From an optimization exercise on the open Yosys and OpenROAD flow, aimed at small area, a short achievable clock period and few clock cycles per item; shortcuts taken in it are not production practice.
Function was checked by simulation only, so behaviour that the tests miss may differ from the original.
Power figures rest on the tool's default switching activity, not on a simulated workload.

==> v14 <==
Design apbExecTop, start of the top module:
module apbExecTop (
    input  logic        clk,
    input  logic        rstN,
    input  logic        pSel,
    input  logic        pEnable,
    input  logic        pWrite,
    input  logic [11:0] pAddr,
    input  logic [31:0] pWData,
    output logic [31:0] pRData,
    output logic        pReady,
    output logic        pSlvErr
);
    logic        setup, access;
    logic        aInstr, aReg, aHi, aLo, aErr;
    logic        supported, hiLoDep;
    logic [31:0] instrQ;
    logic        acInstr, acRead, acReg, acHi, acLo, acMt;
    logic        okMt, okOther, aMt, leftLe2, leftLe3;
    logic        wrD, wrQ, fwdQ, fwdD;
    logic        readyQ, errQ;
    logic [4:0]  portAddr;
    logic [31:0] portData, rfData;
    logic        mdBusyNext, unitBusy, unitBusyNext;
    logic        issue;
    assign setup  = pSel && !pEnable;
    assign access = pSel && pEnable;
    assign aInstr = pWrite && (pAddr == 12'h000) && supported;
    assign aReg   = !pWrite && (pAddr[11:7] == 5'b00010) && (pAddr[1:0] == 2'b00);
    assign aHi    = !pWrite && (pAddr == 12'h200);
  ...
Settings: LEC_CHECK=0, CAP_MARGIN=20, CORE_MARGIN=2, CORE_UTILIZATION=45, PLACE_DENSITY=0.6, SETUP_SLACK_MARGIN=5, SLEW_MARGIN=20; clock period 10.0 ns.
run.sh (not shown) runs the stock make flow with config.mk's settings and CLKGATE_MAP_FILE= SYNTH_SCRIPT=/design/flow/synth_recipe.tcl, a recipe that flattens the netlist after the stock synthesis.
==> v38 (differences from v14) <==
--- a/flow/design.v
+++ b/flow/design.v
@@ -111,86 +111,110 @@
     output logic [31:0] hi,
     output logic [31:0] lo
 );
     logic        sAlign, sStep, sRes, sFix;
     logic        divMode, negHi, negLo;
-    logic [5:0]  lzX, lzY;
     logic [5:0]  cnt;
-    logic [31:0] bReg, mReg;
+    logic [33:0] bReg;
+    logic [31:0] mReg;
     logic [33:0] b3Reg;
     logic        accept, lastStep, fixNeeded;
     logic [31:0] aMag, bMag;
     logic        aNeg, bNeg;
     logic [5:0]  lzHi, lzLo;
     assign aNeg   = opSigned & a[31];
     assign bNeg   = opSigned & b[31];
     assign aMag   = aNeg ? (~a + 32'd1) : a;
     assign bMag   = bNeg ? (~b + 32'd1) : b;
     assign accept = start && !(opDiv && (b == 32'd0));
-    lzCount uLzHi (.x(aMag), .n(lzHi));
-    lzCount uLzLo (.x(bMag), .n(lzLo));
-    logic       swap, done;
-    logic [5:0] shAmt;
-    assign swap  = lzX > lzY;
-    assign done  = divMode ? (lzY < lzX) : (lzX[5] | lzY[5]);
-    assign shAmt = divMode ? (lzY - lzX) : ((swap ? lzX : lzY) & 6'b111110);
-    logic [31:0] shSrc, shRes, mcand;
+    lzCount uLzHi (.x(aNeg ? ~a : a), .n(lzHi));
+    lzCount uLzLo (.x(bNeg ? ~b : b), .n(lzLo));
+    logic       swap, done, doneD, swapD;
+    logic [5:0] shAmt, shAmtD;
+    logic [6:0] lzAe, lzBe, divUp;
+    assign lzAe   = {1'b0, lzHi} - {6'd0, aNeg};
+    assign lzBe   = {1'b0, lzLo} - {6'd0, bNeg};
+    assign divUp  = {1'b0, lzLo} + {6'd0, aNeg};
+    assign swapD  = lzAe > lzBe;
+    assign shAmtD = opDiv ? 6'(divUp - {1'b0, lzHi})
+                          : ((swapD ? lzAe[5:0] : lzBe[5:0]) & 6'b111100);
+    assign doneD  = opDiv ? (divUp < {1'b0, lzHi}) : ((a == 32'd0) || (b == 32'd0));
+    logic [31:0] shSrc, mcand;
+    logic [33:0] shRes;
     assign shSrc = (divMode || !swap) ? lo : hi;
-    assign shRes = shSrc << shAmt[4:0];
+    assign shRes = {2'b00, shSrc} << shAmt;
     assign mcand = swap ? lo : hi;
-    logic [33:0] addA, addB;
+    logic [33:0] pp1, pp0;
+    logic [35:0] csX, csY, csZ, csS, csC;
+    always_comb begin
+        case (mReg[31:30])
+            2'd0:    pp1 = 34'd0;
+            2'd1:    pp1 = {2'b00, bReg[31:0]};
+            2'd2:    pp1 = {1'b0, bReg[31:0], 1'b0};
+            default: pp1 = b3Reg;
+        endcase
+        case (mReg[29:28])
+            2'd0:    pp0 = 34'd0;
+            2'd1:    pp0 = {2'b00, bReg[31:0]};
+            2'd2:    pp0 = {1'b0, bReg[31:0], 1'b0};
+            default: pp0 = b3Reg;
+        endcase
+    end
+    assign csX = {4'd0, lo[27:0], 4'd0};
+    assign csY = {pp1, 2'b00};
+    assign csZ = {2'b00, pp0};
+    assign csS = csX ^ csY ^ csZ;
+    assign csC = {((csX[34:0] & csY[34:0]) | (csX[34:0] & csZ[34:0])
+                 | (csY[34:0] & csZ[34:0])), 1'b0};
+    logic [35:0] addA, addB;
     logic        addC;
-    logic [34:0] addW;
-    logic [33:0] addS;
+    logic [36:0] addW;
+    logic [35:0] addS;
     logic        divGeq;
     always_comb begin
         if (sFix) begin
-            addA = {2'b00, ~lo};
-            addB = 34'd0;
+            addA = {4'd0, ~lo};
+            addB = 36'd0;
             addC = 1'b1;
         end else if (sAlign) begin
-            addA = {2'b00, mcand};
-            addB = {1'b0, mcand, 1'b0};
+            addA = {4'd0, mcand};
+            addB = {3'd0, mcand, 1'b0};
             addC = 1'b0;
         end else if (divMode) begin
-            addA = {2'b00, hi};
+            addA = {4'd0, hi};
             addB = {2'b11, ~bReg};
             addC = 1'b1;
         end else begin
-            addA = {2'b00, lo[29:0], 2'b00};
-            case (mReg[31:30])
-                2'd0:    addB = 34'd0;
-                2'd1:    addB = {2'b00, bReg};
-                2'd2:    addB = {1'b0, bReg, 1'b0};
-                default: addB = b3Reg;
-            endcase
+            addA = csS;
+            addB = csC;
             addC = 1'b0;
         end
     end
     assign addW   = {addA, 1'b1} + {addB, addC};
-    assign addS   = addW[34:1];
-    assign divGeq = !addS[33];
-    logic [1:0]  cQ;
+    assign addS   = addW[36:1];
+    assign divGeq = !addS[35];
+    logic [3:0]  cQ;
     logic [31:0] incSrc;
-    logic [1:0]  incAmt;
+    logic [3:0]  incAmt;
     logic [31:0] hiInc;
     logic        loZero;
     assign loZero = (lo == 32'd0);
     assign incSrc = sFix ? ~hi : hi;
-    assign incAmt = sFix ? {1'b0, divMode | loZero} : cQ;
-    assign hiInc  = incSrc + {30'd0, incAmt};
+    assign incAmt = sFix ? {3'd0, divMode | loZero} : cQ;
+    assign hiInc  = incSrc + {28'd0, incAmt};
     assign lastStep  = sStep && (cnt == 6'd1);
     assign fixNeeded = negHi | negLo;
     logic nAlign, nStep, nRes, nFix, carryOut;
-    assign carryOut = !divMode && (addS[33:32] != 2'd0);
+    assign carryOut = !divMode && (addS[35:32] != 4'd0);
     assign nAlign = accept;
     assign nStep  = (sAlign && !done) || (sStep && !lastStep);
     assign nRes   = lastStep && carryOut;
     assign nFix   = fixNeeded && ((sAlign && done && divMode)
                                || (lastStep && !carryOut) || sRes);
     assign busy     = sAlign | sStep | sRes | sFix;
-    assign busyNext = nAlign | nStep | nRes | nFix;
+    assign busyNext = nAlign | nStep | (lastStep && (!divMode || fixNeeded))
+                    | (fixNeeded && ((sAlign && done && divMode) || sRes));
     logic [6:0] left;
     always_comb begin
         if (sStep)       left = {1'b0, cnt} + {6'd0, !divMode} + {6'd0, fixNeeded};
         else if (sRes)   left = 7'd1 + {6'd0, fixNeeded};
         else if (sFix)   left = 7'd1;
@@ -212,33 +236,34 @@
             sFix   <= nFix;
         end
     end
     always_ff @(posedge clk) begin
         if (accept) begin
-            lzX     <= lzHi;
-            lzY     <= lzLo;
+            swap    <= swapD;
+            shAmt   <= shAmtD;
+            done    <= doneD;
             divMode <= opDiv;
             negHi   <= opDiv ? aNeg : (aNeg ^ bNeg);
             negLo   <= aNeg ^ bNeg;
         end
         if (sAlign) begin
             if (divMode) begin
                 bReg <= shRes;
                 cnt  <= shAmt + 6'd1;
             end else begin
-                bReg  <= mcand;
-                b3Reg <= addS;
-                mReg  <= shRes;
-                cnt   <= 6'd16 - {1'b0, shAmt[5:1]};
+                bReg  <= {2'b00, mcand};
+                b3Reg <= addS[33:0];
+                mReg  <= shRes[31:0];
+                cnt   <= 6'd8 - {2'b00, shAmt[5:2]};
             end
         end
         if (sStep) begin
             cnt <= cnt - 6'd1;
             if (divMode) begin
-                bReg <= {1'b0, bReg[31:1]};
+                bReg <= {1'b0, bReg[33:1]};
             end else begin
-                mReg <= {mReg[29:0], 2'b00};
+                mReg <= {mReg[27:0], 4'b0000};
             end
         end
     end
     always_ff @(posedge clk) begin
         if (!rstN) begin
@@ -246,26 +271,26 @@
             lo <= '0;
             cQ <= '0;
         end else if (accept) begin
             hi <= aMag;
             lo <= bMag;
-            cQ <= 2'd0;
+            cQ <= 4'd0;
         end else if (sAlign) begin
             if (!divMode) hi <= 32'd0;
             lo <= 32'd0;
         end else if (sStep) begin
             if (divMode) begin
                 if (divGeq) hi <= addS[31:0];
                 lo <= {lo[30:0], divGeq};
             end else begin
-                hi <= {hiInc[29:0], lo[31:30]};
+                hi <= {hiInc[27:0], lo[31:28]};
                 lo <= addS[31:0];
-                cQ <= addS[33:32];
+                cQ <= addS[35:32];
             end
         end else if (sRes) begin
             hi <= hiInc;
-            cQ <= 2'd0;
+            cQ <= 4'd0;
         end else if (sFix) begin
             if (negHi) hi <= hiInc;
             if (negLo) lo <= addS[31:0];
         end else begin
             if (mtHi) hi <= mtData;
@@ -297,10 +322,11 @@
     input  logic        rstN,
     input  logic        we,
     input  logic [4:0]  wa,
     input  logic [31:0] wd,
     input  logic [4:0]  ra,
+    input  logic        re,
     output logic [31:0] rd
 );
     logic [31:0] regs [32];
     logic [31:0] valid;
     logic [31:0] sel;
@@ -316,11 +342,11 @@
             regs[wa] <= wd;
         end
     end
     always_comb begin
         for (int i = 0; i < 32; i++) begin
-            sel[i] = (ra == 5'(i)) && valid[i];
+            sel[i] = (ra == 5'(i)) && valid[i] && re;
         end
     end
     always_comb begin
         rd = 32'd0;
         for (int i = 1; i < 32; i++) begin
@@ -349,11 +375,11 @@
     logic        okMt, okOther, aMt, leftLe2, leftLe3;
     logic        wrD, wrQ, fwdQ, fwdD;
     logic        readyQ, errQ;
     logic [4:0]  portAddr;
     logic [31:0] portData, rfData;
-    logic        mdBusyNext, unitBusy, unitBusyNext;
+    logic        mdBusy, unitBusy, unitBusyNext;
     logic        issue;
     assign setup  = pSel && !pEnable;
     assign access = pSel && pEnable;
     assign aInstr = pWrite && (pAddr == 12'h000) && supported;
     assign aReg   = !pWrite && (pAddr[11:7] == 5'b00010) && (pAddr[1:0] == 2'b00);
@@ -362,13 +388,13 @@
     assign aErr   = !(aInstr || aReg || aHi || aLo);
     control uControl (.instr(pWData), .supported(supported), .hiLoDep(hiLoDep));
     assign issue = access && readyQ && acInstr;
     assign pReady  = readyQ;
     assign pSlvErr = errQ;
-    logic rdOkD;
-    assign pRData = acReg ? rfData : (acHi ? hi : (acLo ? lo : 32'd0));
-    assign rdOkD  = aReg ? !fwdD : ((aHi || aLo) ? !mdBusyNext : 1'b1);
+    assign pRData = opA;
+    logic capture;
+    assign capture = access && !readyQ && acRead && !((acHi || acLo) && mdBusy);
     always_ff @(posedge clk) begin
         if (!rstN) begin
             readyQ  <= 1'b0;
             acInstr <= 1'b0;
             acRead  <= 1'b0;
@@ -380,14 +406,14 @@
             acRead  <= !pWrite;
             acReg   <= aReg;
             acHi    <= aHi;
             acLo    <= aLo;
             acMt    <= aMt;
-            readyQ  <= pWrite ? (aErr || !hiLoDep || (aMt ? okMt : okOther)) : rdOkD;
+            readyQ  <= pWrite && (aErr || !hiLoDep || (aMt ? okMt : okOther));
         end else if (access && !readyQ) begin
             if (acRead) begin
-                readyQ <= acReg || !mdBusyNext;
+                readyQ <= capture;
             end else begin
                 readyQ <= acMt ? okMt : okOther;
             end
         end else begin
             readyQ <= 1'b0;
@@ -501,18 +527,23 @@
     assign wr       = wrQ;
     assign portData = fwdQ ? exY : rfData;
     always_ff @(posedge clk) begin
         if (issue) begin
             opA <= portData;
+        end else if (capture) begin
+            if (acReg)     opA <= portData;
+            else if (acHi) opA <= hi;
+            else if (acLo) opA <= lo;
+            else           opA <= 32'd0;
         end
         if (v1) begin
             opB <= immOp ? extImm : portData;
         end
     end
     regFile uRegFile (
         .clk(clk), .rstN(rstN), .we(wr), .wa(exRd), .wd(exY),
-        .ra(portAddr), .rd(rfData)
+        .ra(portAddr), .re(1'b1), .rd(rfData)
     );
     alu uAlu (
         .a(opA), .b(opB), .shamt(exShamt), .sub(exSub), .shLeft(exShLeft),
         .shArith(exShArith), .sel(exSel), .hi(hi), .lo(lo), .y(exY)
     );
@@ -522,10 +553,10 @@
         .busy(unitBusy), .busyNext(unitBusyNext), .leftLe2(leftLe2),
         .leftLe3(leftLe3), .hi(hi), .lo(lo)
     );
     logic v1Md;
     assign v1Md       = v1 && rType && (funct[5:3] == 3'b011);
-    assign mdBusyNext = unitBusyNext || v1Md;
+    assign mdBusy     = unitBusy || v1Md || (v2 && exMd);
     assign aMt     = (pWData[5:0] == 6'h11) || (pWData[5:0] == 6'h13);
     assign okMt    = !v1Md && !(v2 && exMd) && leftLe2;
     assign okOther = !v1Md && !(v2 && exMd) && leftLe3;
 endmodule
--- a/flow/config.mk
+++ b/flow/config.mk
@@ -5,9 +5,9 @@
 export SDC_FILE = /design/flow/constraint.sdc
 export NUM_CORES = 4
 export LEC_CHECK = 0
 export CAP_MARGIN = 20
 export CORE_MARGIN = 2
-export CORE_UTILIZATION = 45
-export PLACE_DENSITY = 0.6
+export CORE_UTILIZATION = 50
+export PLACE_DENSITY = 0.64
 export SETUP_SLACK_MARGIN = 5
 export SLEW_MARGIN = 20
==> comparison table <==
Result of the run: v14 complete, no violations; v38 complete, no violations
Post-detail-place hpwl: v14 201500 um; v38 208800 um
Post-synthesis simple-gate area fraction: v14 0.1094; v38 0.1022
Average vias per placed instance: v14 7.196; v38 7.381
Number of cells upsized or downsized after cts: v14 673; v38 197
Destination of the worst register-to-register timing path: v14 uMulDiv.hi[2]$_SDFFE_PN0P_; v38 uMulDiv.shAmt[2]$_DFFE_PP_
Number of standard cells in the layout, taps in and fillers out: v14 8747; v38 8703
Post-synthesis sequential area ratio: v14 0.5452; v38 0.5288
Layout fillers: v14 13114; v38 11906
Critical Path End Type: v14 primary output; v38 register
Placed inst area: v14 74610 um^2; v38 76590 um^2
Number of cells produced by synthesis: v14 6365; v38 6503
Number of CTS-inserted buffers: v14 146; v38 149
Overall track demand over capacity in global routing: v14 0.4063; v38 0.4269
Final weighted congestion of routability-driven global placement: v14 1.037; v38 1.013
Reg clk slew, reported paths: v14 60 ps; v38 70 ps
Slew margin rel.: v14 0.2198; v38 0.1553
Power density normalized to cell area: v14 137.1 nW/um^2; v38 141.9 nW/um^2
Busiest layer in global routing: v14 met1; v38 met2
Overall power of the completed layout: v14 11.76 mW; v38 12.07 mW
Fin crit share: v14 0.5670; v38 0.5350
Area share of the largest cell type after synthesis: v14 0.4929; v38 0.4769
RR Startpoint: v14 uMulDiv.lzY[0]$_DFFE_PP_; v38 opA[18]$_DFFE_PP_
Testbench counts of v14, summed over its fixed seeds: cycles 27,539, items 12,128.
Testbench counts of v38, summed over its fixed seeds: cycles 27,794, items 12,128.

==> separate check: timing with driven ports <==
No port has a modelled driver above. Below, the same layouts with a new extraction and two added sets of constraints.
Step 1, drivers: a clkbuf_16 drives clk and a buf_2 each remaining input, both assumed.
Step 2 adds t to the input delays and takes it off the output delays; t is the mean of the earliest and latest rising clock arrival at the registers after step 1. Input paths then give back, and output paths get back, about the clock's delay inside the block.
Three values: ideal ports, drivers, drivers and shift; two values: the first two.
| run | t, ns | slack for setup (ns) | hold slack, ns | cell pins on the clock port's net |
|---|---|---|---|---|
| v14 | 0.868 | 4.330 / 4.251 / 4.160 | 0.461 / 0.461 / 0.461 | 1 |
| v38 | 0.889 | 4.650 / 4.650 / 4.345 | 0.458 / 0.458 / 0.458 | 1 |
After both steps setup and hold are still met in every run listed. The setup slack of v38, which loses most, moves by 0.000 ns with the drivers and by -0.305 ns with both steps.
